What follows belongs to an exercise in optimizing a design on an open flow for small area; a production flow would make more cautious choices. Function was checked by simulation only, so behaviour that the tests miss may differ from the original. No activity file was given, so power comes from the tool's default toggle rates.

**flow/design.v**
```verilog
`default_nettype none
package sha256_pkg;
  localparam int word_w = 32;
  localparam int block_w = 512;
  localparam int digest_w = 256;
  localparam int digest_words = digest_w / word_w;
  localparam int num_rounds = 64;
  localparam int sched_depth = 16;
  typedef logic [word_w-1:0] word_t;
  typedef logic [block_w-1:0] block_t;
  typedef union packed {
    logic [digest_w-1:0] flat;
    word_t [0:digest_words-1] words;
  } digest_u;
  localparam logic [digest_w-1:0] hash_init =
    256'h6a09e667bb67ae853c6ef372a54ff53a510e527f9b05688c1f83d9ab5be0cd19;
  localparam logic [num_rounds*word_w-1:0] round_k = {
    32'h428a2f98, 32'h71374491, 32'hb5c0fbcf, 32'he9b5dba5, 32'h3956c25b, 32'h59f111f1,
    32'h923f82a4, 32'hab1c5ed5, 32'hd807aa98, 32'h12835b01, 32'h243185be, 32'h550c7dc3,
    32'h72be5d74, 32'h80deb1fe, 32'h9bdc06a7, 32'hc19bf174, 32'he49b69c1, 32'hefbe4786,
    32'h0fc19dc6, 32'h240ca1cc, 32'h2de92c6f, 32'h4a7484aa, 32'h5cb0a9dc, 32'h76f988da,
    32'h983e5152, 32'ha831c66d, 32'hb00327c8, 32'hbf597fc7, 32'hc6e00bf3, 32'hd5a79147,
    32'h06ca6351, 32'h14292967, 32'h27b70a85, 32'h2e1b2138, 32'h4d2c6dfc, 32'h53380d13,
    32'h650a7354, 32'h766a0abb, 32'h81c2c92e, 32'h92722c85, 32'ha2bfe8a1, 32'ha81a664b,
    32'hc24b8b70, 32'hc76c51a3, 32'hd192e819, 32'hd6990624, 32'hf40e3585, 32'h106aa070,
    32'h19a4c116, 32'h1e376c08, 32'h2748774c, 32'h34b0bcb5, 32'h391c0cb3, 32'h4ed8aa4a,
    32'h5b9cca4f, 32'h682e6ff3, 32'h748f82ee, 32'h78a5636f, 32'h84c87814, 32'h8cc70208,
    32'h90befffa, 32'ha4506ceb, 32'hbef9a3f7, 32'hc67178f2
  };
  function automatic logic [word_w-1:0] rotr(input logic [word_w-1:0] x, input integer n);
    rotr = (x >> n) | (x << (word_w - n));
  endfunction
  function automatic logic [word_w-1:0] ch(input logic [word_w-1:0] x, input logic [word_w-1:0] y, input logic [word_w-1:0] z);
    ch = (x & y) ^ (~x & z);
  endfunction
  function automatic logic [word_w-1:0] maj(input logic [word_w-1:0] x, input logic [word_w-1:0] y, input logic [word_w-1:0] z);
    maj = (x & y) ^ (x & z) ^ (y & z);
  endfunction
  function automatic logic [word_w-1:0] big_sigma0(input logic [word_w-1:0] x);
    big_sigma0 = rotr(x, 2) ^ rotr(x, 13) ^ rotr(x, 22);
  endfunction
  function automatic logic [word_w-1:0] big_sigma1(input logic [word_w-1:0] x);
    big_sigma1 = rotr(x, 6) ^ rotr(x, 11) ^ rotr(x, 25);
  endfunction
  function automatic logic [word_w-1:0] small_sigma0(input logic [word_w-1:0] x);
    small_sigma0 = rotr(x, 7) ^ rotr(x, 18) ^ (x >> 3);
  endfunction
  function automatic logic [word_w-1:0] small_sigma1(input logic [word_w-1:0] x);
    small_sigma1 = rotr(x, 17) ^ rotr(x, 19) ^ (x >> 10);
  endfunction
  function automatic logic [2*word_w-1:0] csa(input logic [word_w-1:0] x, input logic [word_w-1:0] y, input logic [word_w-1:0] z);
    csa = {x ^ y ^ z, ((x & y) | (x & z) | (y & z)) << 1};
  endfunction
  function automatic logic [word_w-1:0] add(input logic [word_w-1:0] x, input logic [word_w-1:0] y);
    logic [word_w-1:0] gg, pp;
    gg = x & y;
    pp = x ^ y;
    for (int l = 1; l < word_w; l = l * 2) begin
      for (int i = 2 * l - 1; i < word_w; i = i + 2 * l) begin
        gg[i] = gg[i] | (pp[i] & gg[i-l]);
        pp[i] = pp[i] & pp[i-l];
      end
    end
    for (int l = word_w / 4; l >= 1; l = l / 2) begin
      for (int i = 3 * l - 1; i < word_w; i = i + 2 * l) begin
        gg[i] = gg[i] | (pp[i] & gg[i-l]);
        pp[i] = pp[i] & pp[i-l];
      end
    end
    add = x ^ y ^ {gg[word_w-2:0], 1'b0};
  endfunction
endpackage
`default_nettype wire
`default_nettype none
module sha256_csa (
  input  sha256_pkg::word_t x,
  input  sha256_pkg::word_t y,
  input  sha256_pkg::word_t z,
  output sha256_pkg::word_t s,
  output sha256_pkg::word_t c
);
  assign s = x ^ y ^ z;
  assign c = (x & y) | (x & z) | (y & z);
endmodule
`default_nettype wire
`default_nettype none
module upcoin_top (
  input  logic clk,
  input  logic block_load,
  input  logic sck,
  input  logic sdi,
  output logic sdo,
  output logic done
);
  logic        sck_s1, sck_s2;
  logic        sdi_s1;
  logic        sck_rise, sck_fall;
  logic [3:0]  p;          
  logic        run;        
  logic [2:0]  rev;        
  logic [8:0]  cnt;        
  logic [1:0]  pc;         
  logic [2:0]  pb;         
  logic        nb;         
  logic        nb_d;
  sha256_pkg::word_t win [0:15];
  sha256_pkg::word_t a, b, c, d, e, f, g, h;
  assign sck_rise = sck_s1 & ~sck_s2;
  assign sck_fall = ~sck_s1 & sck_s2;
  always_ff @(posedge clk or negedge block_load) begin
    if (!block_load) begin
      sck_s1 <= 1'b0;
      sck_s2 <= 1'b0;
    end else begin
      sck_s1 <= sck;
      sck_s2 <= sck_s1;
    end
  end
  logic round, sched, fin, init;
  logic ins, ins_last, accept;
  logic [1:0] pc_left;
  logic [9:0] cnt_next;
  logic       finish, pre_finish;
  assign init  = ~run & ~done;
  assign round = run & ~rev[2];
  assign sched = round & (rev[1:0] != 2'd3);
  assign fin   = run & rev[2] & ~p[3];
  assign accept   = sck_rise & ~((cnt[8:5] == 4'd15) & ({1'b0, cnt[4:0]} + {4'd0, pc} >= 6'd32));
  assign ins      = init & (p == cnt[8:5]) & pc[1];
  assign finish     = run & rev[2] & (p == 4'd8);
  assign pre_finish = run & rev[2] & (p == 4'd7);
  assign cnt_next   = {1'b0, cnt} + {8'd0, ins, (done & sck_fall) | pre_finish};
  assign ins_last = ins & cnt_next[9];
  assign pc_left  = ins ? {1'b0, pc[0]} : pc;
  always_ff @(posedge clk or negedge block_load) begin
    if (!block_load) begin
      p    <= '0;
      run  <= 1'b0;
      rev  <= '0;
      cnt  <= '0;
      pc   <= '0;
      done <= 1'b0;
      sdo  <= 1'b0;
    end else begin
      p   <= p + 4'd1;
      cnt <= cnt_next[8:0];
      pc  <= pc_left + {1'b0, accept};
      if (ins_last) run <= 1'b1;
      if (run) begin
        if (p == 4'd15) rev <= rev + 3'd1;
        if (finish) begin
          run  <= 1'b0;
          done <= 1'b1;
          sdo  <= a[31];
        end
      end
      if (done && sck_fall) sdo <= nb_d;
    end
  end
  always_ff @(posedge clk) begin
    sdi_s1 <= sdi;
    nb     <= nb_d;
    if (ins) pb[0] <= pb[2];
    if (accept) pb[pc_left] <= sdi_s1;
  end
  assign nb_d = (p[2:0] + cnt[7:5] == 3'd0) ? a[~cnt[4:0]] : nb;
  sha256_pkg::word_t next_word, ins_word, win_in;
  sha256_pkg::word_t n2_w, n4_w, v1_w, m2_w, q2_w, e2_w, a2_w, a4_w;
  sha256_pkg::word_t n1, n2, n3, n4;
  sha256_csa csa_n1_i (.x(sha256_pkg::small_sigma1(win[14])), .y(win[9]), .z(sha256_pkg::small_sigma0(win[1])), .s(n1), .c(n2_w));
  assign n2 = {n2_w[30:0], 1'b0};
  sha256_csa csa_n3_i (.x(n1), .y(n2), .z(win[0]), .s(n3), .c(n4_w));
  assign n4 = {n4_w[30:0], 1'b0};
  assign next_word = sha256_pkg::add(n3, n4);
  assign ins_word  = {win[0][29:0], pb[0], pb[1]};
  assign win_in    = sched ? next_word : (ins ? ins_word : win[0]);
  always_ff @(posedge clk) begin
    for (int i = 0; i < 15; i++) win[i] <= win[i+1];
    win[15] <= win_in;
  end
  sha256_pkg::word_t kc, dg, u1, v1, m1, m2, q1, q2, e1, e2, a1, a2, a3, a4;
  sha256_pkg::word_t a_rnd, a_in, e_in;
  sha256_pkg::word_t kt;
  logic [2:0] hi;
  wire [5:0] t = {rev[1:0], p};
  wire t0=t[0], t1=t[1], t2=t[2], t3=t[3], t4=t[4], t5=t[5];
  wire new_n39, new_n40, new_n41, new_n42, new_n43, new_n44, new_n45,
    new_n46, new_n47, new_n48, new_n49, new_n50, new_n51, new_n52, new_n53,
    new_n54, new_n55, new_n56, new_n57, new_n58, new_n59, new_n60, new_n61,
    new_n62, new_n63, new_n64, new_n65, new_n66, new_n67, new_n68, new_n69,
    new_n70, new_n71, new_n72, new_n73, new_n74, new_n75, new_n76, new_n77,
    new_n78, new_n79, new_n80, new_n81, new_n82, new_n84, new_n85, new_n86,
    new_n87, new_n88, new_n89, new_n90, new_n91, new_n92, new_n93, new_n94,
    new_n95, new_n96, new_n97, new_n98, new_n99, new_n100, new_n101,
    new_n102, new_n103, new_n104, new_n105, new_n106, new_n107, new_n108,
    new_n109, new_n110, new_n111, new_n112, new_n113, new_n114, new_n116,
    new_n117, new_n118, new_n119, new_n120, new_n121, new_n122, new_n123,
    new_n124, new_n125, new_n126, new_n127, new_n128, new_n129, new_n130,
    new_n131, new_n132, new_n133, new_n134, new_n135, new_n136, new_n137,
    new_n138, new_n139, new_n140, new_n141, new_n142, new_n143, new_n145,
    new_n146, new_n147, new_n148, new_n149, new_n150, new_n151, new_n152,
    new_n153, new_n154, new_n155, new_n156, new_n157, new_n158, new_n159,
    new_n160, new_n161, new_n162, new_n163, new_n164, new_n165, new_n167,
    new_n168, new_n169, new_n170, new_n171, new_n172, new_n173, new_n174,
    new_n175, new_n176, new_n177, new_n178, new_n179, new_n180, new_n181,
    new_n182, new_n183, new_n184, new_n185, new_n186, new_n187, new_n189,
    new_n190, new_n191, new_n192, new_n193, new_n194, new_n195, new_n196,
    new_n197, new_n198, new_n199, new_n200, new_n201, new_n202, new_n203,
    new_n204, new_n206, new_n207, new_n208, new_n209, new_n210, new_n211,
    new_n212, new_n213, new_n214, new_n215, new_n216, new_n217, new_n218,
    new_n219, new_n220, new_n221, new_n222, new_n223, new_n224, new_n226,
    new_n227, new_n228, new_n229, new_n230, new_n231, new_n232, new_n233,
    new_n234, new_n235, new_n236, new_n237, new_n238, new_n239, new_n240,
    new_n241, new_n242, new_n243, new_n245, new_n246, new_n247, new_n248,
    new_n249, new_n250, new_n251, new_n252, new_n253, new_n254, new_n255,
    new_n256, new_n257, new_n258, new_n259, new_n260, new_n261, new_n262,
    new_n263, new_n264, new_n265, new_n267, new_n268, new_n269, new_n270,
    new_n271, new_n272, new_n273, new_n274, new_n275, new_n276, new_n277,
    new_n278, new_n279, new_n280, new_n281, new_n283, new_n284, new_n285,
    new_n286, new_n287, new_n288, new_n289, new_n290, new_n291, new_n292,
    new_n293, new_n294, new_n295, new_n296, new_n297, new_n298, new_n300,
    new_n301, new_n302, new_n303, new_n304, new_n305, new_n306, new_n307,
    new_n308, new_n309, new_n310, new_n311, new_n312, new_n313, new_n314,
    new_n316, new_n317, new_n318, new_n319, new_n320, new_n321, new_n322,
    new_n323, new_n324, new_n325, new_n326, new_n327, new_n328, new_n329,
    new_n330, new_n331, new_n333, new_n334, new_n335, new_n336, new_n337,
    new_n338, new_n339, new_n340, new_n341, new_n342, new_n343, new_n344,
    new_n345, new_n346, new_n347, new_n348, new_n349, new_n351, new_n352,
    new_n353, new_n354, new_n355, new_n356, new_n357, new_n358, new_n359,
    new_n360, new_n361, new_n362, new_n363, new_n364, new_n366, new_n367,
    new_n368, new_n369, new_n370, new_n371, new_n372, new_n373, new_n374,
    new_n375, new_n376, new_n377, new_n378, new_n379, new_n381, new_n382,
    new_n383, new_n384, new_n385, new_n386, new_n387, new_n388, new_n389,
    new_n390, new_n391, new_n392, new_n393, new_n394, new_n395, new_n396,
    new_n398, new_n399, new_n400, new_n401, new_n402, new_n403, new_n404,
    new_n405, new_n406, new_n407, new_n408, new_n409, new_n410, new_n411,
    new_n413, new_n414, new_n415, new_n416, new_n417, new_n418, new_n419,
    new_n420, new_n421, new_n422, new_n423, new_n424, new_n425, new_n426,
    new_n428, new_n429, new_n430, new_n431, new_n432, new_n433, new_n434,
    new_n435, new_n436, new_n437, new_n438, new_n439, new_n440, new_n441,
    new_n442, new_n443, new_n444, new_n446, new_n447, new_n448, new_n449,
    new_n450, new_n451, new_n452, new_n453, new_n454, new_n455, new_n456,
    new_n458, new_n459, new_n460, new_n461, new_n462, new_n463, new_n464,
    new_n465, new_n466, new_n467, new_n468, new_n469, new_n470, new_n471,
    new_n473, new_n474, new_n475, new_n476, new_n477, new_n478, new_n479,
    new_n480, new_n481, new_n482, new_n483, new_n484, new_n485, new_n486,
    new_n487, new_n489, new_n490, new_n491, new_n492, new_n493, new_n494,
    new_n495, new_n496, new_n497, new_n498, new_n499, new_n500, new_n502,
    new_n503, new_n504, new_n505, new_n506, new_n507, new_n508, new_n509,
    new_n510, new_n511, new_n513, new_n514, new_n515, new_n516, new_n517,
    new_n518, new_n519, new_n521, new_n522, new_n523, new_n524, new_n525,
    new_n526, new_n527, new_n528, new_n529, new_n530, new_n531, new_n533,
    new_n534, new_n535, new_n536, new_n537, new_n538, new_n539, new_n540,
    new_n541, new_n542, new_n543, new_n544, new_n546, new_n547, new_n548,
    new_n549, new_n550, new_n551, new_n552, new_n553, new_n555, new_n556,
    new_n557, new_n558, new_n559, new_n560, new_n561, new_n562, new_n563,
    new_n564, new_n565, new_n567, new_n568, new_n569, new_n570, new_n571,
    new_n572, new_n573, new_n574, new_n575, new_n576, new_n577, new_n578,
    new_n580, new_n581, new_n582, new_n583, new_n584, new_n585, new_n586,
    new_n587, new_n588, new_n589;
  assign new_n39 = t1  & t2 ;
  assign new_n40 = ~t1  & ~t2 ;
  assign new_n41 = ~new_n39 & ~new_n40;
  assign new_n42 = ~t0  & ~new_n41;
  assign new_n43 = ~t3  & ~new_n42;
  assign new_n44 = t0  & ~t2 ;
  assign new_n45 = t3  & new_n44;
  assign new_n46 = t0  & t2 ;
  assign new_n47 = t3  & ~new_n46;
  assign new_n48 = ~t0  & ~t2 ;
  assign new_n49 = t1  & ~new_n48;
  assign new_n50 = new_n47 & new_n49;
  assign new_n51 = ~new_n45 & ~new_n50;
  assign new_n52 = ~t4  & new_n51;
  assign new_n53 = ~new_n43 & new_n52;
  assign new_n54 = t2  & t3 ;
  assign new_n55 = t4  & ~new_n54;
  assign new_n56 = ~t1  & ~t3 ;
  assign new_n57 = ~t0  & new_n56;
  assign new_n58 = t0  & t3 ;
  assign new_n59 = ~new_n57 & ~new_n58;
  assign new_n60 = new_n55 & new_n59;
  assign new_n61 = ~t5  & ~new_n60;
  assign new_n62 = ~new_n53 & new_n61;
  assign new_n63 = t0  & ~t1 ;
  assign new_n64 = ~t0  & t1 ;
  assign new_n65 = ~new_n63 & ~new_n64;
  assign new_n66 = ~t2  & ~new_n65;
  assign new_n67 = ~t0  & t2 ;
  assign new_n68 = ~t3  & ~new_n67;
  assign new_n69 = ~new_n66 & new_n68;
  assign new_n70 = t1  & new_n48;
  assign new_n71 = new_n47 & ~new_n70;
  assign new_n72 = ~t4  & ~new_n71;
  assign new_n73 = ~new_n69 & new_n72;
  assign new_n74 = ~t3  & ~new_n63;
  assign new_n75 = ~new_n48 & new_n74;
  assign new_n76 = t1  & ~t2 ;
  assign new_n77 = t3  & ~new_n76;
  assign new_n78 = ~new_n65 & new_n77;
  assign new_n79 = t4  & ~new_n78;
  assign new_n80 = ~new_n75 & new_n79;
  assign new_n81 = t5  & ~new_n80;
  assign new_n82 = ~new_n73 & new_n81;
  assign kt[0]  = new_n62 | new_n82;
  assign new_n84 = ~t2  & new_n65;
  assign new_n85 = new_n68 & ~new_n84;
  assign new_n86 = ~t5  & ~new_n85;
  assign new_n87 = ~t1  & t2 ;
  assign new_n88 = t3  & ~new_n67;
  assign new_n89 = new_n65 & new_n88;
  assign new_n90 = ~new_n87 & ~new_n89;
  assign new_n91 = new_n86 & new_n90;
  assign new_n92 = t5  & ~new_n77;
  assign new_n93 = ~new_n44 & ~new_n76;
  assign new_n94 = new_n92 & ~new_n93;
  assign new_n95 = ~new_n91 & ~new_n94;
  assign new_n96 = t4  & ~new_n95;
  assign new_n97 = ~t4  & ~t5 ;
  assign new_n98 = t2  & ~t3 ;
  assign new_n99 = ~t1  & ~new_n46;
  assign new_n100 = ~new_n98 & new_n99;
  assign new_n101 = ~t0  & t3 ;
  assign new_n102 = new_n39 & ~new_n101;
  assign new_n103 = t0  & ~t3 ;
  assign new_n104 = ~new_n102 & ~new_n103;
  assign new_n105 = ~new_n100 & new_n104;
  assign new_n106 = new_n97 & ~new_n105;
  assign new_n107 = t2  & ~new_n65;
  assign new_n108 = ~new_n44 & ~new_n107;
  assign new_n109 = ~t3  & ~new_n108;
  assign new_n110 = ~new_n66 & new_n109;
  assign new_n111 = ~t4  & t5 ;
  assign new_n112 = ~new_n45 & new_n111;
  assign new_n113 = ~new_n110 & new_n112;
  assign new_n114 = ~new_n106 & ~new_n113;
  assign kt[1]  = ~new_n96 & new_n114;
  assign new_n116 = t1  & t3 ;
  assign new_n117 = ~new_n54 & ~new_n116;
  assign new_n118 = new_n65 & ~new_n117;
  assign new_n119 = t4  & ~new_n118;
  assign new_n120 = t0  & t4 ;
  assign new_n121 = new_n56 & new_n120;
  assign new_n122 = t2  & ~new_n64;
  assign new_n123 = ~new_n121 & ~new_n122;
  assign new_n124 = new_n119 & new_n123;
  assign new_n125 = ~new_n39 & new_n103;
  assign new_n126 = ~t3  & ~new_n125;
  assign new_n127 = new_n54 & ~new_n65;
  assign new_n128 = ~new_n126 & ~new_n127;
  assign new_n129 = ~t4  & ~new_n128;
  assign new_n130 = t5  & ~new_n129;
  assign new_n131 = ~new_n124 & new_n130;
  assign new_n132 = ~t1  & new_n48;
  assign new_n133 = ~t3  & ~new_n132;
  assign new_n134 = ~new_n46 & new_n133;
  assign new_n135 = t4  & ~t5 ;
  assign new_n136 = ~new_n58 & new_n135;
  assign new_n137 = ~new_n134 & new_n136;
  assign new_n138 = ~new_n44 & ~new_n117;
  assign new_n139 = t1  & ~t3 ;
  assign new_n140 = ~t5  & ~new_n139;
  assign new_n141 = ~t4  & new_n140;
  assign new_n142 = ~new_n138 & new_n141;
  assign new_n143 = ~new_n137 & ~new_n142;
  assign kt[2]  = ~new_n131 & new_n143;
  assign new_n145 = t3  & ~new_n39;
  assign new_n146 = t4  & ~new_n70;
  assign new_n147 = new_n145 & new_n146;
  assign new_n148 = ~t3  & ~new_n65;
  assign new_n149 = t5  & ~new_n148;
  assign new_n150 = ~new_n44 & ~new_n67;
  assign new_n151 = ~t1  & t3 ;
  assign new_n152 = ~new_n150 & new_n151;
  assign new_n153 = new_n149 & ~new_n152;
  assign new_n154 = ~new_n147 & new_n153;
  assign new_n155 = t3  & new_n66;
  assign new_n156 = ~t3  & ~new_n48;
  assign new_n157 = ~new_n40 & new_n156;
  assign new_n158 = new_n135 & ~new_n157;
  assign new_n159 = ~new_n155 & new_n158;
  assign new_n160 = new_n145 & new_n150;
  assign new_n161 = ~t0  & ~t3 ;
  assign new_n162 = ~new_n39 & new_n161;
  assign new_n163 = new_n97 & ~new_n162;
  assign new_n164 = ~new_n160 & new_n163;
  assign new_n165 = ~new_n159 & ~new_n164;
  assign kt[3]  = ~new_n154 & new_n165;
  assign new_n167 = ~t2  & t3 ;
  assign new_n168 = ~new_n64 & new_n167;
  assign new_n169 = t4  & ~new_n168;
  assign new_n170 = t3  & new_n63;
  assign new_n171 = ~new_n148 & ~new_n170;
  assign new_n172 = new_n169 & new_n171;
  assign new_n173 = ~new_n39 & new_n58;
  assign new_n174 = t2  & new_n139;
  assign new_n175 = ~t4  & ~new_n174;
  assign new_n176 = ~new_n173 & new_n175;
  assign new_n177 = ~new_n42 & new_n176;
  assign new_n178 = t5  & ~new_n177;
  assign new_n179 = ~new_n172 & new_n178;
  assign new_n180 = ~new_n46 & new_n139;
  assign new_n181 = new_n52 & ~new_n180;
  assign new_n182 = t4  & ~new_n76;
  assign new_n183 = ~t3  & ~new_n39;
  assign new_n184 = ~new_n58 & ~new_n183;
  assign new_n185 = new_n182 & new_n184;
  assign new_n186 = ~t5  & ~new_n185;
  assign new_n187 = ~new_n181 & new_n186;
  assign kt[4]  = ~new_n179 & ~new_n187;
  assign new_n189 = ~t5  & ~new_n138;
  assign new_n190 = ~new_n110 & new_n189;
  assign new_n191 = ~t2  & new_n63;
  assign new_n192 = new_n88 & ~new_n191;
  assign new_n193 = new_n149 & ~new_n192;
  assign new_n194 = ~t4  & ~new_n193;
  assign new_n195 = ~new_n190 & new_n194;
  assign new_n196 = ~new_n48 & new_n77;
  assign new_n197 = ~new_n107 & new_n196;
  assign new_n198 = t2  & new_n56;
  assign new_n199 = ~t5  & ~new_n198;
  assign new_n200 = ~new_n197 & new_n199;
  assign new_n201 = new_n65 & new_n156;
  assign new_n202 = new_n92 & ~new_n201;
  assign new_n203 = t4  & ~new_n202;
  assign new_n204 = ~new_n200 & new_n203;
  assign kt[5]  = new_n195 | new_n204;
  assign new_n206 = ~new_n70 & ~new_n87;
  assign new_n207 = ~new_n46 & new_n206;
  assign new_n208 = ~t3  & ~new_n207;
  assign new_n209 = ~new_n64 & ~new_n117;
  assign new_n210 = ~t4  & ~new_n209;
  assign new_n211 = ~new_n208 & new_n210;
  assign new_n212 = ~new_n121 & ~new_n211;
  assign new_n213 = ~t5  & ~new_n212;
  assign new_n214 = t4  & t5 ;
  assign new_n215 = ~t3  & ~new_n99;
  assign new_n216 = ~new_n44 & new_n215;
  assign new_n217 = new_n214 & ~new_n216;
  assign new_n218 = ~new_n77 & new_n217;
  assign new_n219 = ~new_n39 & ~new_n66;
  assign new_n220 = new_n88 & ~new_n219;
  assign new_n221 = ~new_n40 & new_n162;
  assign new_n222 = new_n111 & ~new_n221;
  assign new_n223 = ~new_n220 & new_n222;
  assign new_n224 = ~new_n218 & ~new_n223;
  assign kt[6]  = ~new_n213 & new_n224;
  assign new_n226 = t2  & ~new_n59;
  assign new_n227 = new_n87 & new_n161;
  assign new_n228 = ~t4  & ~new_n227;
  assign new_n229 = new_n77 & ~new_n122;
  assign new_n230 = ~new_n228 & ~new_n229;
  assign new_n231 = ~new_n226 & new_n230;
  assign new_n232 = ~new_n197 & new_n228;
  assign new_n233 = ~t5  & ~new_n232;
  assign new_n234 = ~new_n231 & new_n233;
  assign new_n235 = ~new_n84 & ~new_n107;
  assign new_n236 = new_n47 & ~new_n235;
  assign new_n237 = t5  & ~new_n236;
  assign new_n238 = ~new_n44 & new_n68;
  assign new_n239 = ~t4  & ~new_n238;
  assign new_n240 = new_n237 & new_n239;
  assign new_n241 = ~new_n45 & ~new_n202;
  assign new_n242 = new_n214 & ~new_n241;
  assign new_n243 = ~new_n240 & ~new_n242;
  assign kt[7]  = ~new_n234 & new_n243;
  assign new_n245 = ~t3  & new_n48;
  assign new_n246 = ~new_n76 & ~new_n245;
  assign new_n247 = ~t1  & new_n54;
  assign new_n248 = ~new_n58 & ~new_n247;
  assign new_n249 = t0  & new_n87;
  assign new_n250 = new_n248 & ~new_n249;
  assign new_n251 = new_n246 & new_n250;
  assign new_n252 = ~new_n55 & ~new_n251;
  assign new_n253 = t4  & ~new_n170;
  assign new_n254 = ~new_n122 & new_n253;
  assign new_n255 = ~t5  & ~new_n254;
  assign new_n256 = ~new_n252 & new_n255;
  assign new_n257 = t1  & new_n47;
  assign new_n258 = ~new_n134 & ~new_n257;
  assign new_n259 = ~t4  & ~new_n258;
  assign new_n260 = t4  & ~new_n192;
  assign new_n261 = t1  & new_n46;
  assign new_n262 = new_n156 & ~new_n261;
  assign new_n263 = new_n260 & ~new_n262;
  assign new_n264 = t5  & ~new_n263;
  assign new_n265 = ~new_n259 & new_n264;
  assign kt[8]  = ~new_n256 & ~new_n265;
  assign new_n267 = ~t4  & ~new_n229;
  assign new_n268 = ~new_n74 & new_n267;
  assign new_n269 = ~new_n40 & new_n47;
  assign new_n270 = t4  & ~new_n191;
  assign new_n271 = ~new_n269 & new_n270;
  assign new_n272 = ~new_n268 & ~new_n271;
  assign new_n273 = ~t5  & ~new_n272;
  assign new_n274 = ~new_n71 & new_n217;
  assign new_n275 = ~new_n41 & new_n103;
  assign new_n276 = ~t1  & ~new_n101;
  assign new_n277 = ~new_n275 & new_n276;
  assign new_n278 = new_n64 & new_n167;
  assign new_n279 = new_n111 & ~new_n278;
  assign new_n280 = ~new_n277 & new_n279;
  assign new_n281 = ~new_n274 & ~new_n280;
  assign kt[9]  = ~new_n273 & new_n281;
  assign new_n283 = t1  & new_n68;
  assign new_n284 = ~t4  & ~new_n283;
  assign new_n285 = ~new_n78 & new_n284;
  assign new_n286 = new_n43 & ~new_n249;
  assign new_n287 = t4  & ~new_n247;
  assign new_n288 = ~new_n286 & new_n287;
  assign new_n289 = ~new_n285 & ~new_n288;
  assign new_n290 = t5  & ~new_n289;
  assign new_n291 = t3  & ~new_n93;
  assign new_n292 = new_n135 & ~new_n291;
  assign new_n293 = ~new_n84 & new_n183;
  assign new_n294 = new_n292 & ~new_n293;
  assign new_n295 = ~new_n41 & new_n68;
  assign new_n296 = new_n97 & ~new_n269;
  assign new_n297 = ~new_n295 & new_n296;
  assign new_n298 = ~new_n294 & ~new_n297;
  assign kt[10]  = ~new_n290 & new_n298;
  assign new_n300 = new_n71 & ~new_n87;
  assign new_n301 = ~new_n245 & ~new_n300;
  assign new_n302 = t4  & ~new_n301;
  assign new_n303 = ~new_n48 & new_n116;
  assign new_n304 = ~new_n191 & ~new_n303;
  assign new_n305 = ~new_n226 & new_n304;
  assign new_n306 = ~t4  & ~new_n305;
  assign new_n307 = t5  & ~new_n306;
  assign new_n308 = ~new_n302 & new_n307;
  assign new_n309 = new_n119 & ~new_n126;
  assign new_n310 = new_n47 & ~new_n64;
  assign new_n311 = ~new_n245 & ~new_n310;
  assign new_n312 = new_n284 & new_n311;
  assign new_n313 = ~t5  & ~new_n312;
  assign new_n314 = ~new_n309 & new_n313;
  assign kt[11]  = new_n308 | new_n314;
  assign new_n316 = ~t2  & new_n139;
  assign new_n317 = t4  & ~new_n316;
  assign new_n318 = t3  & new_n108;
  assign new_n319 = ~new_n40 & new_n318;
  assign new_n320 = new_n317 & ~new_n319;
  assign new_n321 = ~new_n50 & new_n228;
  assign new_n322 = t5  & ~new_n321;
  assign new_n323 = ~new_n320 & new_n322;
  assign new_n324 = new_n88 & new_n219;
  assign new_n325 = ~new_n120 & ~new_n317;
  assign new_n326 = ~new_n324 & ~new_n325;
  assign new_n327 = ~new_n40 & new_n125;
  assign new_n328 = new_n284 & ~new_n327;
  assign new_n329 = new_n248 & new_n328;
  assign new_n330 = ~t5  & ~new_n329;
  assign new_n331 = ~new_n326 & new_n330;
  assign kt[12]  = new_n323 | new_n331;
  assign new_n333 = ~t3  & ~new_n235;
  assign new_n334 = new_n41 & new_n88;
  assign new_n335 = ~new_n333 & ~new_n334;
  assign new_n336 = ~t4  & ~new_n335;
  assign new_n337 = ~t2  & ~new_n139;
  assign new_n338 = ~new_n161 & ~new_n337;
  assign new_n339 = ~new_n63 & new_n146;
  assign new_n340 = ~new_n338 & new_n339;
  assign new_n341 = ~new_n336 & ~new_n340;
  assign new_n342 = t5  & ~new_n341;
  assign new_n343 = t4  & ~new_n151;
  assign new_n344 = ~new_n85 & new_n343;
  assign new_n345 = new_n47 & ~new_n84;
  assign new_n346 = ~t4  & ~new_n156;
  assign new_n347 = ~new_n345 & new_n346;
  assign new_n348 = ~t5  & ~new_n347;
  assign new_n349 = ~new_n344 & new_n348;
  assign kt[13]  = ~new_n342 & ~new_n349;
  assign new_n351 = new_n41 & new_n156;
  assign new_n352 = new_n237 & ~new_n351;
  assign new_n353 = new_n140 & new_n207;
  assign new_n354 = t4  & ~new_n353;
  assign new_n355 = ~new_n352 & new_n354;
  assign new_n356 = ~new_n40 & new_n161;
  assign new_n357 = ~t4  & ~new_n356;
  assign new_n358 = t5  & ~new_n310;
  assign new_n359 = new_n357 & new_n358;
  assign new_n360 = ~new_n47 & ~new_n49;
  assign new_n361 = ~new_n248 & ~new_n360;
  assign new_n362 = new_n97 & ~new_n361;
  assign new_n363 = ~new_n286 & new_n362;
  assign new_n364 = ~new_n359 & ~new_n363;
  assign kt[14]  = ~new_n355 & new_n364;
  assign new_n366 = ~t0  & new_n174;
  assign new_n367 = ~t4  & ~new_n366;
  assign new_n368 = ~new_n318 & new_n367;
  assign new_n369 = ~t0  & new_n77;
  assign new_n370 = t4  & ~new_n369;
  assign new_n371 = ~new_n333 & new_n370;
  assign new_n372 = ~new_n368 & ~new_n371;
  assign new_n373 = t5  & ~new_n372;
  assign new_n374 = ~new_n215 & new_n253;
  assign new_n375 = t3  & new_n150;
  assign new_n376 = ~new_n180 & new_n357;
  assign new_n377 = ~new_n375 & new_n376;
  assign new_n378 = ~new_n374 & ~new_n377;
  assign new_n379 = ~t5  & ~new_n378;
  assign kt[15]  = ~new_n373 & ~new_n379;
  assign new_n381 = t3  & new_n39;
  assign new_n382 = ~new_n183 & ~new_n381;
  assign new_n383 = ~new_n40 & new_n382;
  assign new_n384 = t0  & ~new_n383;
  assign new_n385 = new_n184 & ~new_n338;
  assign new_n386 = ~new_n384 & ~new_n385;
  assign new_n387 = ~t4  & ~new_n386;
  assign new_n388 = ~new_n109 & new_n370;
  assign new_n389 = ~t5  & ~new_n388;
  assign new_n390 = ~new_n387 & new_n389;
  assign new_n391 = ~t2  & new_n56;
  assign new_n392 = new_n111 & ~new_n391;
  assign new_n393 = ~new_n160 & new_n392;
  assign new_n394 = t5  & new_n169;
  assign new_n395 = new_n304 & new_n394;
  assign new_n396 = ~new_n393 & ~new_n395;
  assign kt[16]  = ~new_n390 & new_n396;
  assign new_n398 = ~new_n257 & new_n328;
  assign new_n399 = ~new_n98 & new_n317;
  assign new_n400 = ~new_n361 & new_n399;
  assign new_n401 = ~new_n398 & ~new_n400;
  assign new_n402 = ~t5  & ~new_n401;
  assign new_n403 = ~t4  & ~new_n101;
  assign new_n404 = new_n150 & new_n151;
  assign new_n405 = ~new_n76 & ~new_n404;
  assign new_n406 = new_n403 & ~new_n405;
  assign new_n407 = new_n47 & new_n65;
  assign new_n408 = t4  & ~new_n275;
  assign new_n409 = ~new_n407 & new_n408;
  assign new_n410 = t5  & ~new_n409;
  assign new_n411 = ~new_n406 & new_n410;
  assign kt[17]  = new_n402 | new_n411;
  assign new_n413 = ~t4  & ~new_n245;
  assign new_n414 = new_n237 & new_n413;
  assign new_n415 = new_n68 & ~new_n275;
  assign new_n416 = ~new_n44 & new_n415;
  assign new_n417 = ~new_n220 & ~new_n416;
  assign new_n418 = new_n97 & ~new_n417;
  assign new_n419 = ~new_n125 & new_n135;
  assign new_n420 = ~new_n404 & new_n419;
  assign new_n421 = ~t3  & ~new_n76;
  assign new_n422 = ~new_n63 & new_n421;
  assign new_n423 = new_n270 & ~new_n422;
  assign new_n424 = new_n358 & new_n423;
  assign new_n425 = ~new_n420 & ~new_n424;
  assign new_n426 = ~new_n418 & new_n425;
  assign kt[18]  = ~new_n414 & new_n426;
  assign new_n428 = new_n90 & new_n93;
  assign new_n429 = ~new_n152 & ~new_n428;
  assign new_n430 = new_n267 & ~new_n429;
  assign new_n431 = t4  & ~new_n184;
  assign new_n432 = ~t3  & ~new_n206;
  assign new_n433 = new_n431 & ~new_n432;
  assign new_n434 = ~new_n430 & ~new_n433;
  assign new_n435 = t5  & ~new_n434;
  assign new_n436 = ~new_n201 & ~new_n391;
  assign new_n437 = new_n135 & ~new_n303;
  assign new_n438 = ~new_n89 & new_n437;
  assign new_n439 = new_n436 & new_n438;
  assign new_n440 = ~new_n133 & ~new_n167;
  assign new_n441 = ~new_n39 & new_n97;
  assign new_n442 = ~new_n303 & new_n441;
  assign new_n443 = ~new_n440 & new_n442;
  assign new_n444 = ~new_n439 & ~new_n443;
  assign kt[19]  = ~new_n435 & new_n444;
  assign new_n446 = ~new_n138 & new_n346;
  assign new_n447 = ~new_n227 & new_n421;
  assign new_n448 = new_n169 & ~new_n447;
  assign new_n449 = ~t5  & ~new_n448;
  assign new_n450 = ~new_n446 & new_n449;
  assign new_n451 = new_n68 & new_n206;
  assign new_n452 = ~t4  & ~new_n151;
  assign new_n453 = ~new_n451 & new_n452;
  assign new_n454 = new_n55 & ~new_n262;
  assign new_n455 = t5  & ~new_n454;
  assign new_n456 = ~new_n453 & new_n455;
  assign kt[20]  = new_n450 | new_n456;
  assign new_n458 = ~t4  & ~new_n41;
  assign new_n459 = ~new_n403 & ~new_n458;
  assign new_n460 = ~new_n109 & ~new_n459;
  assign new_n461 = ~new_n71 & new_n246;
  assign new_n462 = new_n343 & ~new_n461;
  assign new_n463 = ~new_n460 & ~new_n462;
  assign new_n464 = ~t5  & ~new_n463;
  assign new_n465 = ~new_n89 & ~new_n316;
  assign new_n466 = new_n239 & new_n465;
  assign new_n467 = ~new_n152 & ~new_n381;
  assign new_n468 = t4  & ~new_n451;
  assign new_n469 = new_n467 & new_n468;
  assign new_n470 = ~new_n466 & ~new_n469;
  assign new_n471 = t5  & ~new_n470;
  assign kt[21]  = ~new_n464 & ~new_n471;
  assign new_n473 = ~new_n117 & ~new_n150;
  assign new_n474 = t4  & ~new_n473;
  assign new_n475 = ~new_n208 & new_n474;
  assign new_n476 = ~t4  & ~new_n127;
  assign new_n477 = ~new_n432 & new_n476;
  assign new_n478 = ~t5  & ~new_n477;
  assign new_n479 = ~new_n475 & new_n478;
  assign new_n480 = ~new_n99 & ~new_n139;
  assign new_n481 = new_n146 & ~new_n480;
  assign new_n482 = new_n98 & ~new_n99;
  assign new_n483 = ~new_n67 & new_n116;
  assign new_n484 = ~t4  & ~new_n483;
  assign new_n485 = ~new_n482 & new_n484;
  assign new_n486 = t5  & ~new_n485;
  assign new_n487 = ~new_n481 & new_n486;
  assign kt[22]  = new_n479 | new_n487;
  assign new_n489 = t4  & ~new_n47;
  assign new_n490 = ~new_n333 & new_n489;
  assign new_n491 = ~new_n132 & ~new_n247;
  assign new_n492 = new_n367 & new_n491;
  assign new_n493 = t5  & ~new_n492;
  assign new_n494 = ~new_n490 & new_n493;
  assign new_n495 = ~t4  & ~new_n196;
  assign new_n496 = ~new_n415 & new_n495;
  assign new_n497 = ~new_n88 & ~new_n327;
  assign new_n498 = new_n287 & ~new_n497;
  assign new_n499 = ~t5  & ~new_n498;
  assign new_n500 = ~new_n496 & new_n499;
  assign kt[23]  = new_n494 | new_n500;
  assign new_n502 = ~new_n43 & ~new_n303;
  assign new_n503 = new_n97 & ~new_n502;
  assign new_n504 = ~new_n69 & new_n431;
  assign new_n505 = new_n467 & new_n504;
  assign new_n506 = ~t5  & ~new_n505;
  assign new_n507 = ~t4  & new_n41;
  assign new_n508 = ~new_n150 & new_n507;
  assign new_n509 = t5  & ~new_n161;
  assign new_n510 = ~new_n508 & new_n509;
  assign new_n511 = ~new_n506 & ~new_n510;
  assign kt[24]  = new_n503 | new_n511;
  assign new_n513 = new_n357 & new_n467;
  assign new_n514 = new_n149 & ~new_n381;
  assign new_n515 = ~new_n111 & ~new_n514;
  assign new_n516 = ~new_n513 & ~new_n515;
  assign new_n517 = new_n97 & new_n429;
  assign new_n518 = new_n86 & new_n474;
  assign new_n519 = ~new_n517 & ~new_n518;
  assign kt[25]  = ~new_n516 & new_n519;
  assign new_n521 = new_n76 & new_n346;
  assign new_n522 = ~new_n139 & ~new_n209;
  assign new_n523 = ~new_n497 & new_n522;
  assign new_n524 = t4  & ~new_n523;
  assign new_n525 = ~new_n521 & ~new_n524;
  assign new_n526 = ~t5  & ~new_n525;
  assign new_n527 = ~new_n50 & ~new_n360;
  assign new_n528 = new_n111 & ~new_n527;
  assign new_n529 = ~new_n152 & new_n214;
  assign new_n530 = ~new_n422 & new_n529;
  assign new_n531 = ~new_n528 & ~new_n530;
  assign kt[26]  = new_n526 | ~new_n531;
  assign new_n533 = new_n51 & ~new_n421;
  assign new_n534 = t4  & ~new_n533;
  assign new_n535 = new_n66 & new_n403;
  assign new_n536 = ~new_n534 & ~new_n535;
  assign new_n537 = t5  & ~new_n536;
  assign new_n538 = ~new_n403 & ~new_n507;
  assign new_n539 = ~new_n198 & ~new_n201;
  assign new_n540 = ~new_n538 & new_n539;
  assign new_n541 = ~new_n148 & ~new_n198;
  assign new_n542 = new_n169 & new_n541;
  assign new_n543 = ~t5  & ~new_n542;
  assign new_n544 = ~new_n540 & new_n543;
  assign kt[27]  = new_n537 | new_n544;
  assign new_n546 = ~new_n174 & new_n260;
  assign new_n547 = new_n72 & new_n541;
  assign new_n548 = ~new_n546 & ~new_n547;
  assign new_n549 = ~t5  & ~new_n548;
  assign new_n550 = ~new_n182 & ~new_n338;
  assign new_n551 = t2  & new_n120;
  assign new_n552 = ~new_n550 & ~new_n551;
  assign new_n553 = t5  & ~new_n552;
  assign kt[28]  = ~new_n549 & ~new_n553;
  assign new_n555 = ~new_n286 & ~new_n459;
  assign new_n556 = new_n292 & new_n436;
  assign new_n557 = ~new_n555 & ~new_n556;
  assign new_n558 = ~t5  & ~new_n557;
  assign new_n559 = new_n67 & ~new_n116;
  assign new_n560 = ~new_n267 & ~new_n559;
  assign new_n561 = ~new_n56 & ~new_n560;
  assign new_n562 = ~new_n67 & ~new_n139;
  assign new_n563 = new_n343 & new_n562;
  assign new_n564 = ~new_n561 & ~new_n563;
  assign new_n565 = t5  & ~new_n564;
  assign kt[29]  = ~new_n558 & ~new_n565;
  assign new_n567 = ~new_n257 & new_n458;
  assign new_n568 = ~new_n41 & new_n88;
  assign new_n569 = t4  & ~new_n482;
  assign new_n570 = ~new_n568 & new_n569;
  assign new_n571 = ~new_n567 & ~new_n570;
  assign new_n572 = t5  & ~new_n571;
  assign new_n573 = new_n287 & ~new_n447;
  assign new_n574 = new_n65 & ~new_n156;
  assign new_n575 = ~t4  & ~new_n125;
  assign new_n576 = ~new_n574 & new_n575;
  assign new_n577 = ~new_n573 & ~new_n576;
  assign new_n578 = ~t5  & ~new_n577;
  assign kt[30]  = ~new_n572 & ~new_n578;
  assign new_n580 = ~new_n382 & new_n403;
  assign new_n581 = t4  & new_n117;
  assign new_n582 = t5  & ~new_n581;
  assign new_n583 = ~new_n580 & new_n582;
  assign new_n584 = ~t1  & ~new_n88;
  assign new_n585 = ~new_n291 & ~new_n584;
  assign new_n586 = ~t4  & ~new_n585;
  assign new_n587 = ~new_n337 & new_n343;
  assign new_n588 = ~t5  & ~new_n587;
  assign new_n589 = ~new_n586 & new_n588;
  assign kt[31]  = new_n583 | new_n589;
  assign hi = 3'd3 - p[2:0];
  always_comb begin
    if (round)            kc = kt;
    else if (init || fin) kc = sha256_pkg::hash_init[32*(3'd7 - hi) +: 32];
    else                  kc = '0;
  end
  assign dg = init ? '0 : d;
  sha256_csa csa_u1_i (.x(sha256_pkg::big_sigma1(e)), .y(sha256_pkg::ch(e, f, g)), .z(win[0]), .s(u1), .c(v1_w));
  assign v1 = {v1_w[30:0], 1'b0};
  sha256_csa csa_m1_i (.x(h), .y(u1), .z(v1), .s(m1), .c(m2_w));
  assign m2 = {m2_w[30:0], 1'b0};
  sha256_csa csa_q1_i (.x(m1 & {32{round}}), .y(m2 & {32{round}}), .z(kc), .s(q1), .c(q2_w));
  assign q2 = {q2_w[30:0], 1'b0};
  sha256_csa csa_e1_i (.x(dg), .y(q1), .z(q2), .s(e1), .c(e2_w));
  assign e2 = {e2_w[30:0], 1'b0};
  sha256_csa csa_a1_i (.x(q1), .y(q2), .z(sha256_pkg::big_sigma0(a)), .s(a1), .c(a2_w));
  assign a2 = {a2_w[30:0], 1'b0};
  sha256_csa csa_a3_i (.x(a1), .y(a2), .z(sha256_pkg::maj(a, b, c)), .s(a3), .c(a4_w));
  assign a4 = {a4_w[30:0], 1'b0};
  assign e_in  = sha256_pkg::add(e1, e2);
  assign a_rnd = sha256_pkg::add(a3, a4);
  assign a_in  = round ? a_rnd : h;
  always_ff @(posedge clk) begin
    a <= a_in;
    b <= a;
    c <= b;
    d <= c;
    e <= e_in;
    f <= e;
    g <= f;
    h <= g;
  end
endmodule
`default_nettype wire
```
**flow/flow/run.sh**
```bash
#!/bin/bash
set -euo pipefail
cd "$(dirname "$0")/.."
export CTS_ARGS="-sink_clustering_enable -repair_clock_nets -dont_use_dummy_load -buf_list sky130_fd_sc_hd__clkbuf_8 -sink_clustering_size 18 -sink_clustering_max_diameter 50"
bash standard.sh > standard_flow.log 2>&1
```
**flow/standard.sh**
```bash
#!/bin/bash
# synth_recipe.tcl (not shown) runs the flow's synth.tcl, then flattens the netlist and writes it again
# the make line also repeats each setting of config.mk as NAME=value (left out here)
make -C /OpenROAD-flow-scripts/flow DESIGN_CONFIG=/design/flow/config.mk WORK_HOME=/design/flow/orfs CLKGATE_MAP_FILE= SYNTH_SCRIPT=/design/flow/synth_recipe.tcl "${@:-finish}"
```
**flow/config.mk**
```make
export PLATFORM = sky130hd
export DESIGN_NAME = upcoin_top
export DESIGN_NICKNAME = upcoin_top
export VERILOG_FILES = /design/flow/design.v
export SDC_FILE = /design/flow/constraint.sdc
export NUM_CORES = 4
export LEC_CHECK = 0
export CAP_MARGIN = 20
export CORE_MARGIN = 2
export CORE_UTILIZATION = 65
export CTS_BUF_LIST = sky130_fd_sc_hd__clkbuf_8
export CTS_CLUSTER_DIAMETER = 50
export CTS_CLUSTER_SIZE = 18
export SLEW_MARGIN = 20
export SYNTH_HIERARCHICAL = 1
export SYNTH_MINIMUM_KEEP_SIZE = 0
```
**flow/constraint.sdc**
```tcl
create_clock -name core_clock -period 10.0 [get_ports {clk}]
set_input_delay 2.0000 -clock core_clock [delete_from_list [all_inputs] [get_ports {clk}]]
set_output_delay 2.0000 -clock core_clock [all_outputs]
set_load 0.01 [all_outputs]
```
==> summary.md, run 1 <==
| Metric | Value |
|---|---|
| Status | `no timing/DRC/antenna violations` |
| Post-DP HPWL | `73.4 mm` |
| RSZ-0062 raised after global routing | `false` |
| CP Data Arrival Time | `~8300 ps` |
| Final period utilization | `0.774` |
| Least-Margin Pin Slew | `1110 ps` |
| Worst setup EP type | `flop` |
| Vias | `between 20000 and 25000` |
| Slowest CP cell | `dfrtp_1` |
| Sink Count | `just under 800` |
| Post-CTS Resized | `0` |
| Reg2Reg Setup Slack | `2260 ps` |
| RD Place Congestion | `1.01` |
| CTS tree | `done` |
| Clk_skew | `119 ps` |
| Worst Hold Depth | `0` |
| FF+latch count, synth | `796` |
| Largest net degree at the start of global routing | `slightly above 70` |
| Global route total overflow | `0` |
| Hold endpoint | `win[14][31]` |
| First-pass GRT wire length | `140 mm` |
| Clock latency on the worst-skew pair | `720 ps` |
| Post-synthesis sequential area ratio | `0.485` |
| Setup_tns | `0 ps` |
| Hold Startpoint | `win[15][31]` |
| Yosys top cell area share | `0.465` |
| CP bufs+invs | `2` |
| Final Hold Viols | `0` |
| CP most frequent cell | `fa_1` |
| Post-Syn Instances | `2668` |
| CTS Buffer Depth | `3` |
| Synth Warn # | `9` |
| Final nets | `3101` |
| Final setup viols | `0` |
| Type of the most critical hold path | `reg -> reg` |
| First drt pass iteration count | `6` |
| Synth-to-layout area growth | `4.82%` |
| Setup Buffers After CTS | `0` |
| Die span in x | `230 um` |
| Post-synthesis cell area | `between 30000 and 40000 sq um` |
| Vias in the first global route | `21600` |
| Crit path max fanout | `19` |
| Post-synth EDFFs | `2` |
| Crit-path cells | `clkinv_1 > ha_1 > buf_4 > nand2_1 > mux2_2 > o221ai_1 > nand3_1 > o21ai_0 > o2bb2ai_1 > fa_1 > fa_1 > fa_1 > ha_1 > a211oi_1 > o211ai_1 > a311o_1 > a2bb2oi_1 > a31oi_1 > a31o_2 > fa_1 > xnor2_1 > o21ai_0` |
| Cts hold-fix bufs | `0` |
| Routed wire per std cell | `between 20 and 30 um` |
| Critical R2R Capture | `a[31]` |
| Die Y | `between 200 and 250 um` |
| Port Buffers | `5` |
| DIE AREA | `~53000 sq um` |
| Slew HR | `0.256` |
| Core area | `a little over 50000 sq um` |
| Top cell family by delay on the critical path | `adder cells` |
| Area contributors post-synth | `dfxtp_1, fa_1, xnor2_1` |
| CTS H-tree lvls | `2` |
| Worst reg2reg path startpoint | `p[1]` |
| Synth area leader | `dfxtp_1` |
| Total Power | `slightly below 5 mW` |
| Pwr Density | `about 140 nW/um^2` |
| DRC Markers | `0` |
| Main synth FF type | `dfxtp_1` |
| WL final | `94.1 mm` |
| Max VDD drop | `about 0.19 mV` |
| Initial antenna violation count | `5` |
| Root Buffer | `clkbuf_8` |
| Startpoint type of the worst setup path | `flop` |
| Leak | `roughly 14 nW` |
| Critical path class | `reg -> reg` |
| Vias/cell | `approximately 6.2` |
| Synth cell types | `71` |
| TritonCTS Buffers | `61` |
| GR Util All Layers | `0.364` |
| Share of flip-flops with an asynchronous set or reset | `0.0289` |
| Max cap viols | `0` |
| Fin util | `0.691` |
| Max-slew violation count | `0` |
| Syn_area_per_cell | `12.4 sq um` |
| Core Rows | `82` |
| FMAX | `129 MHz` |
| R2R depth | `22` |
| Final min period | `about 7700 ps` |
| Initial DRC Count | `roughly 2300` |
| Clk slew on worst S/H paths | `~100 ps` |
| Initial core utilization | `0.660` |
| Routed Antenna Nets | `0` |
| Share of layout cells above drive strength 1 | `0.0592` |
| N_diodes | `0` |
| Worst path required time | `10510 ps` |
| Worst path max stage delay | `850 ps` |
| Top-level I/O count | `6` |
==> stage by stage <==
step	worst slack (ps)	hold WS (ps)	instances	cell area, sq um
floorplan	3550	310	2673	33200
CTS	2470	289	3343	34800
global route	1980	298	3343	34800
global placement	2480	309	3282	33900
finish	2260	297	3343	34800
detailed placement	2440	312	3282	33900
==> where the power goes <==
| part | internal, mW | leakage [nW] | switching [mW] |
|---|---|---|---|
| Clock | 0.542 | 0.439 | 0.936 |
| Sequential | 3.20 | 6.67 | 0.0449 |
| Combinational | 0.0829 | 7.34 | 0.0878 |
| Total | 3.83 | 14.4 | 1.07 |
==> area by class of cell <==
| class | instances | area, sq um |
|---|---|---|
| inverters | 90 | 338 |
| clock buffers | 61 | 840 |
| flip-flops and latches | 796 | 16100 |
| well taps | 672 | 841 |
| multi-input cells | 1690 | 16400 |
| repair buffers | 34 | 263 |
| fillers | 3554 | 15500 |
==> per-module statistics from Yosys, one instance, submodules excluded <==
module,flip-flops and latches,copies in the design
upcoin_top,796,1
sha256_csa,0,8
==> cells in the mapped netlist, types with 5 or more instances <==
cell type    n
o22ai_1     21
buf_1        9
dfxtp_1    771
ha_1       121
mux2_2      36
dfrtp_1     23
clkbuf_1    74
maj3_1      32
a211oi_1    12
a211o_1      5
fa_1       303
a21oi_1     77
o211ai_1    24
xnor2_1    268
mux4_2       9
o221ai_1     6
xor2_1      38
a31oi_1     21
o311ai_0     6
or2_2        6
a21o_1      30
nor2b_1     49
o21a_1      15
nand2b_1    21
nor2_1      78
inv_1       88
nand3_1     27
o32ai_1      6
buf_2       11
nand4_1      8
nand2_1    134
o31ai_1      6
mux2i_1     46
and2_1      66
nor3_1      21
o21ai_0    118
a221o_1      6
==> state kept, by name, summed over array words and instances, names as in the netlist, 2 cells and up <==
signal,count
a,32
b,32
c,32
cnt,9
d,32
e,32
f,32
g,32
h,32
p,4
pb,3
pc,2
rev,3
win,512
==> worst max-delay path by stage <==
stage / start / to / slack [ps] / cells after the start
after floorplan: p[1] / a[31] / 3550 / 25
after global placement: p[1] / a[31] / 2480 / 21
after detailed placement: p[1] / a[31] / 2440 / 22
after CTS: p[1] / a[31] / 2470 / 22
after global routing: p[2] / a[31] / 1980 / 24
final: p[1] / a[31] / 2260 / 22
==> per-layer routing <==
metal | GRT usage | routed length, um
met5 | 0 | 23
met4 | 0.181 | 5360
met3 | 0.0941 | 10700
met2 | 0.545 | 41200
met1 | 0.497 | 36800
==> cell families (layout without fill, tap and decap cells) <==
logic type,Yosys count,in the layout,share of synthesized area
flops,796,796,0.485
fa+ha+maj,456,456,0.238
simple gates,426,426,0.0631
compound gates,405,405,0.0790
xor+xnor,306,306,0.0808
buf+inv,187,185,0.0219
mux,91,91,0.0322
other cells,1,6,0.000113
==> placed cells by master, fill, tap and decap left out, types with 24 or more instances in the layout <==
cell	n
mux2i_1	46
fa_1	303
o21ai_0	118
maj3_1	32
a21oi_1	77
dfxtp_1	771
xor2_1	38
ha_1	121
a21o_1	30
nand2_1	133
nor2_1	76
o211ai_1	24
buf_4	29
clkbuf_8	61
mux2_2	36
nand3_1	27
nor2b_1	48
xnor2_1	268
inv_1	88
and2_1	66
==> run 2, diff against run 1 <==
==> flow/flow/run.sh (replaced) <==
#!/bin/bash
set -euo pipefail
cd "$(dirname "$0")/.."
export CTS_ARGS="-sink_clustering_enable -repair_clock_nets -dont_use_dummy_load -buf_list sky130_fd_sc_hd__clkbuf_16 -sink_clustering_size 26 -sink_clustering_max_diameter 80"
bash standard.sh > standard_flow.log 2>&1
--- a/flow/config.mk
+++ b/flow/config.mk
@@ -9,7 +9,7 @@
 export CORE_MARGIN = 2
 export CORE_UTILIZATION = 65
-export CTS_BUF_LIST = sky130_fd_sc_hd__clkbuf_8
-export CTS_CLUSTER_DIAMETER = 50
-export CTS_CLUSTER_SIZE = 18
+export CTS_BUF_LIST = sky130_fd_sc_hd__clkbuf_16
+export CTS_CLUSTER_DIAMETER = 80
+export CTS_CLUSTER_SIZE = 26
 export SLEW_MARGIN = 20
 export SYNTH_HIERARCHICAL = 1
==> run 2 against run 1 <==
Against the previous run: still clean; cell count fell by 0.63%; register-to-register slack got worse by 40 ps; sequential cell count did not move; final area up 0.46%; fmax down 0.54%; area after synthesis did not move; die area stayed put; combinational power about the same; synthesized cell count unchanged; first-iteration DRC count is 7.1% higher; largest cell class unchanged; highest routed layer unchanged.
==> summary.md, run 2 <==
| Metric | Value |
|---|---|
| CTS tree | `done` |
| Main combinational cell family by area after synthesis | `adder cells` |
| Pwr Density | `146 nW/um^2 (+3.8%)` |
| CP Data Arrival Time | `8230 ps (-20 ps)` |
| Initial DRC Count | `2467 (+7.1%)` |
| Clk slew on worst S/H paths | `100 ps (about the same)` |
| Die span in x | `230 um (unchanged)` |
| Routed Antenna Nets | `0 (unchanged)` |
| Syn_area_per_cell | `12.4 sq um (unchanged)` |
| Max cap viols | `0 (unchanged)` |
| Final Hold Viols | `0 (unchanged)` |
| WHS | `291 ps (-5.85 ps)` |
| Clock latency on the worst-skew pair | `620 ps (-100 ps)` |
| Reg power frac | `0.636 (-0.027)` |
| Slew HR | `0.267 (+0.0114)` |
| Vias/cell | `6.26 (+1.1%)` |
| Worst Hold Depth | `0 (unchanged)` |
| Final nets | `3080 (-0.68%)` |
| P_int | `4.00 mW (+4.6%)` |
| Leak | `14.5 nW (+0.38%)` |
| Switching power share of the total | `0.216 (-0.00177)` |
| Routed wire per std cell | `29.5 um (+4.9%)` |
| Worst slack, placed | `2440 ps (unchanged)` |
| Post-synthesis sequential area ratio | `0.485 (unchanged)` |
| Share of layout cells above drive strength 1 | `0.0517 (-0.00746)` |
| Max reg flops | `512 (unchanged)` |
| Startpoint type of the worst setup path | `flop` |
| DRC Markers | `0 (unchanged)` |
| Top Metal Used | `met5` |
| Most frequent cells in the layout | `dfxtp_1, fa_1, xnor2_1` |
| Hold Startpoint | `win[15][8]` |
| Post-synthesis cell area | `33200 sq um (unchanged)` |
| Worst reg2reg path startpoint | `p[1]` |
| Cts hold-fix bufs | `0 (unchanged)` |
| Synth-to-layout area growth | `5.30%` |
| Final min period | `7780 ps (+42.1 ps)` |
| Type of the most critical hold path | `reg -> reg` |
| Setup Buffers After CTS | `0 (unchanged)` |
| Total Power | `5.11 mW (+4.3%)` |
| CTS Buffer Depth | `3 (unchanged)` |
| CP most frequent cell | `fa_1` |
| WL met1 | `37.7 mm (+2.3%)` |
| Biggest register | `win` |
| WL final | `98.2 mm (+4.3%)` |
| Synth Area in Compound Gates | `0.0790 (unchanged)` |
| Placed Cells | `3282 (unchanged)` |
| Vias | `20800 (+0.43%)` |
| Root Buffer | `clkbuf_16` |
| Non-Filler Instances | `3322 (-0.63%)` |
| TritonCTS Buffers | `40 (-34%)` |
| FF+latch count, synth | `796 (unchanged)` |
| Yosys top cell area share | `0.465 (unchanged)` |
| Reg2Reg Setup Slack | `2220 ps (-40 ps)` |
| DR WL met3 | `11.1 mm (+3.5%)` |
| Final period utilization | `0.778 (+0.00421)` |
| Share of flip-flops with an asynchronous set or reset | `0.0289 (unchanged)` |
| Sink Count | `796 (unchanged)` |
| Post-synth EDFFs | `2 (unchanged)` |
| Least-Margin Pin Slew | `1090 ps (-25.2 ps)` |
| CTS H-tree lvls | `2 (unchanged)` |
| # fillers | `3480 (-2.1%)` |
| Die Y | `230 um (unchanged)` |
| Count leader, synth | `dfxtp_1` |
| Post-Syn Instances | `2668 (unchanged)` |
| Worst setup EP type | `flop` |
| Critical R2R Capture | `a[31]` |
| Synth Warn # | `9 (unchanged)` |
| Commonest non-fill, non-tap cell in the layout | `dfxtp_1` |
| First-pass GRT wire length | `146 mm (+4.0%)` |
| Critical path class | `reg -> reg` |
| Main synth FF type | `dfxtp_1` |
| Switching power | `1.11 mW (+3.5%)` |
| Multiplexer share of the synthesized area | `0.0322 (unchanged)` |
| Post-DP Area | `33900 sq um (unchanged)` |
| Area contributors post-synth | `dfxtp_1, fa_1, xnor2_1` |
| Vias in the first global route | `22000 (+1.7%)` |
| Final setup viols | `0 (unchanged)` |
| FMAX | `128 MHz (-0.54%)` |
| Clk_skew | `95.6 ps (-23.0 ps)` |
| Power share of the clock group | `0.331 (+0.029)` |
| Global route total overflow | `0 (unchanged)` |
| R2R depth | `20 (-9.1%)` |
| Largest net degree at the start of global routing | `71 (unchanged)` |
| Top-level I/O count | `6 (unchanged)` |
| Crit path max fanout | `19 (unchanged)` |
| Final WS setup | `2220 ps (-42.1 ps)` |
| Slowest CP cell | `o21ai_0` |
| Max VDD drop | `0.225 mV (+19%)` |
| Post-DP HPWL | `73.4 mm (unchanged)` |
| Met2 wire length | `43.1 mm (+4.6%)` |
| Synth cell types | `71 (unchanged)` |
| Setup_tns | `0 ps (unchanged)` |
| Post-Synth Simple-Gate Area | `0.0631 (unchanged)` |
| Fin util | `0.695 (+0.00321)` |
| Initial core utilization | `0.660 (unchanged)` |
| Post-Synth XOR/XNOR Area | `0.0808 (unchanged)` |
| Final Cell Area | `34900 sq um (+0.46%)` |
| First drt pass iteration count | `7 (+1)` |
| Synth area leader | `dfxtp_1` |
| Top post-synthesis cells by count | `dfxtp_1, fa_1, xnor2_1` |
| Crit-path cells | `clkinv_1 > ha_1 > inv_1 > o21ai_0 > o22ai_1 > o21a_1 > o32ai_1 > fa_1 > fa_1 > fa_1 > ha_1 > a21oi_1 > o211ai_1 > a311o_1 > a2bb2oi_1 > a31oi_1 > a31o_2 > fa_1 > xnor2_1 > o21ai_0` |
| Synth Area in Adders | `0.238 (unchanged)` |
| RSZ-0062 raised after global routing | `false` |
| N_diodes | `0 (unchanged)` |
| Worst path required time | `10440 ps (-70 ps)` |
| Worst path max stage delay | `880 ps (+30 ps)` |
| Core Rows | `82 (unchanged)` |
| Post-CTS Resized | `0 (unchanged)` |
| RD Place Congestion | `1.01 (unchanged)` |
| GR Util All Layers | `0.380 (+0.0159)` |
| Comb pwr share | `0.034 (about the same)` |
| Core area | `50300 sq um (unchanged)` |
| Status | `no timing/DRC/antenna violations` |
| Max-slew violation count | `0 (unchanged)` |
| DIE AREA | `52800 sq um (unchanged)` |
| Initial antenna violation count | `4 (-1)` |
| Hold endpoint | `win[14][8]` |
| Port Buffers | `5 (unchanged)` |
==> run 2: cell counts after synthesis <==
No cell type changed its count.
==> run 2: critical path: cells and delay by family, from the launching register on <==
family	cells	cell delay [ps]
buffers and inverters	2	410
XOR/XNOR	1	200
flip-flops	1	810
adder cells (fa/ha/maj)	6	2710
AO/OA/AOI/OAI	11	3540
==> run 2: per-module statistics from Yosys (local to each module, per instance) <==
module / cell area, sq um / cells inside / flip-flops and latches
sha256_csa: 641 / 32 / 0
upcoin_top: 28000 / 2412 / 796
==> run 2: cell type report <==
| cell class | instances | area, sq um | area share |
|---|---|---|---|
| repair buffers | 34 | 263 | 0.00752 |
| multi-input cells | 1690 | 16400 | 0.470 |
| well taps | 672 | 841 | 0.0241 |
| clock buffers | 40 | 1000 | 0.0287 |
| inverters | 90 | 338 | 0.00967 |
| flip-flops and latches | 796 | 16100 | 0.460 |
==> run 2: cells by family (layout without fill, tap and decap cells) <==
kind of cell,Yosys count,in the layout
compound gates,405,405
xor+xnor,306,306
fa+ha+maj,456,456
buf+inv,187,164
flops,796,796
mux,91,91
other cells,1,6
simple gates,426,426
==> run 2: per-layer routing <==
metal,track usage,vias up
met5,0,-
met3,0.0980,319
met1,0.511,10300
met2,0.570,1329
li1,-,8795
met4,0.206,2
==> run 2: power groups by stage <==
stage / clock, mW / combinational, mW / sequential, mW
2_1_floorplan: 0 / 0.135 / 3.29
3_3_place_gp: 0 / 0.154 / 3.32
3_5_place_dp: 0 / 0.168 / 3.32
4_1_cts: 1.70 / 0.173 / 3.25
5_1_grt: 1.80 / 0.189 / 3.25
6_report: 1.69 / 0.172 / 3.25
==> run 2: worst max-delay path by stage <==
stage / start / end / cells after the start
final: p[1] / a[31] / 20
after global routing: p[1] / a[31] / 22
after CTS: p[1] / a[31] / 22
after detailed placement: p[1] / a[31] / 22
after global placement: p[1] / a[31] / 21
after floorplan: p[1] / a[31] / 25

==> what the ideal ports hide <==
Ports are ideal in the flow. The routed layouts listed here were re-timed in OpenROAD.
Step 1: set_driving_cell puts a clkbuf_16 on clk and a buf_2 on each other input, an assumption about the parent block.
Step 2 times the ports against the registers' clock, not the clock port: input delays grow and output delays shrink by t, the midpoint of the rising clock arrivals with the driver on.
a / b / c = ideal / step 1 / step 2; a / b = the first two.
| run | shift t [ns] | setup slack, ns | hold WS [ns] |
|---|---|---|---|
| run 1 | 0.717 | 2.260 / 2.260 / 2.260 | 0.297 / 0.297 / 0.297 |
| run 2 | 0.631 | 2.218 / 2.218 / 2.218 | 0.291 / 0.291 / 0.291 |
After both steps every run listed still meets setup and hold.
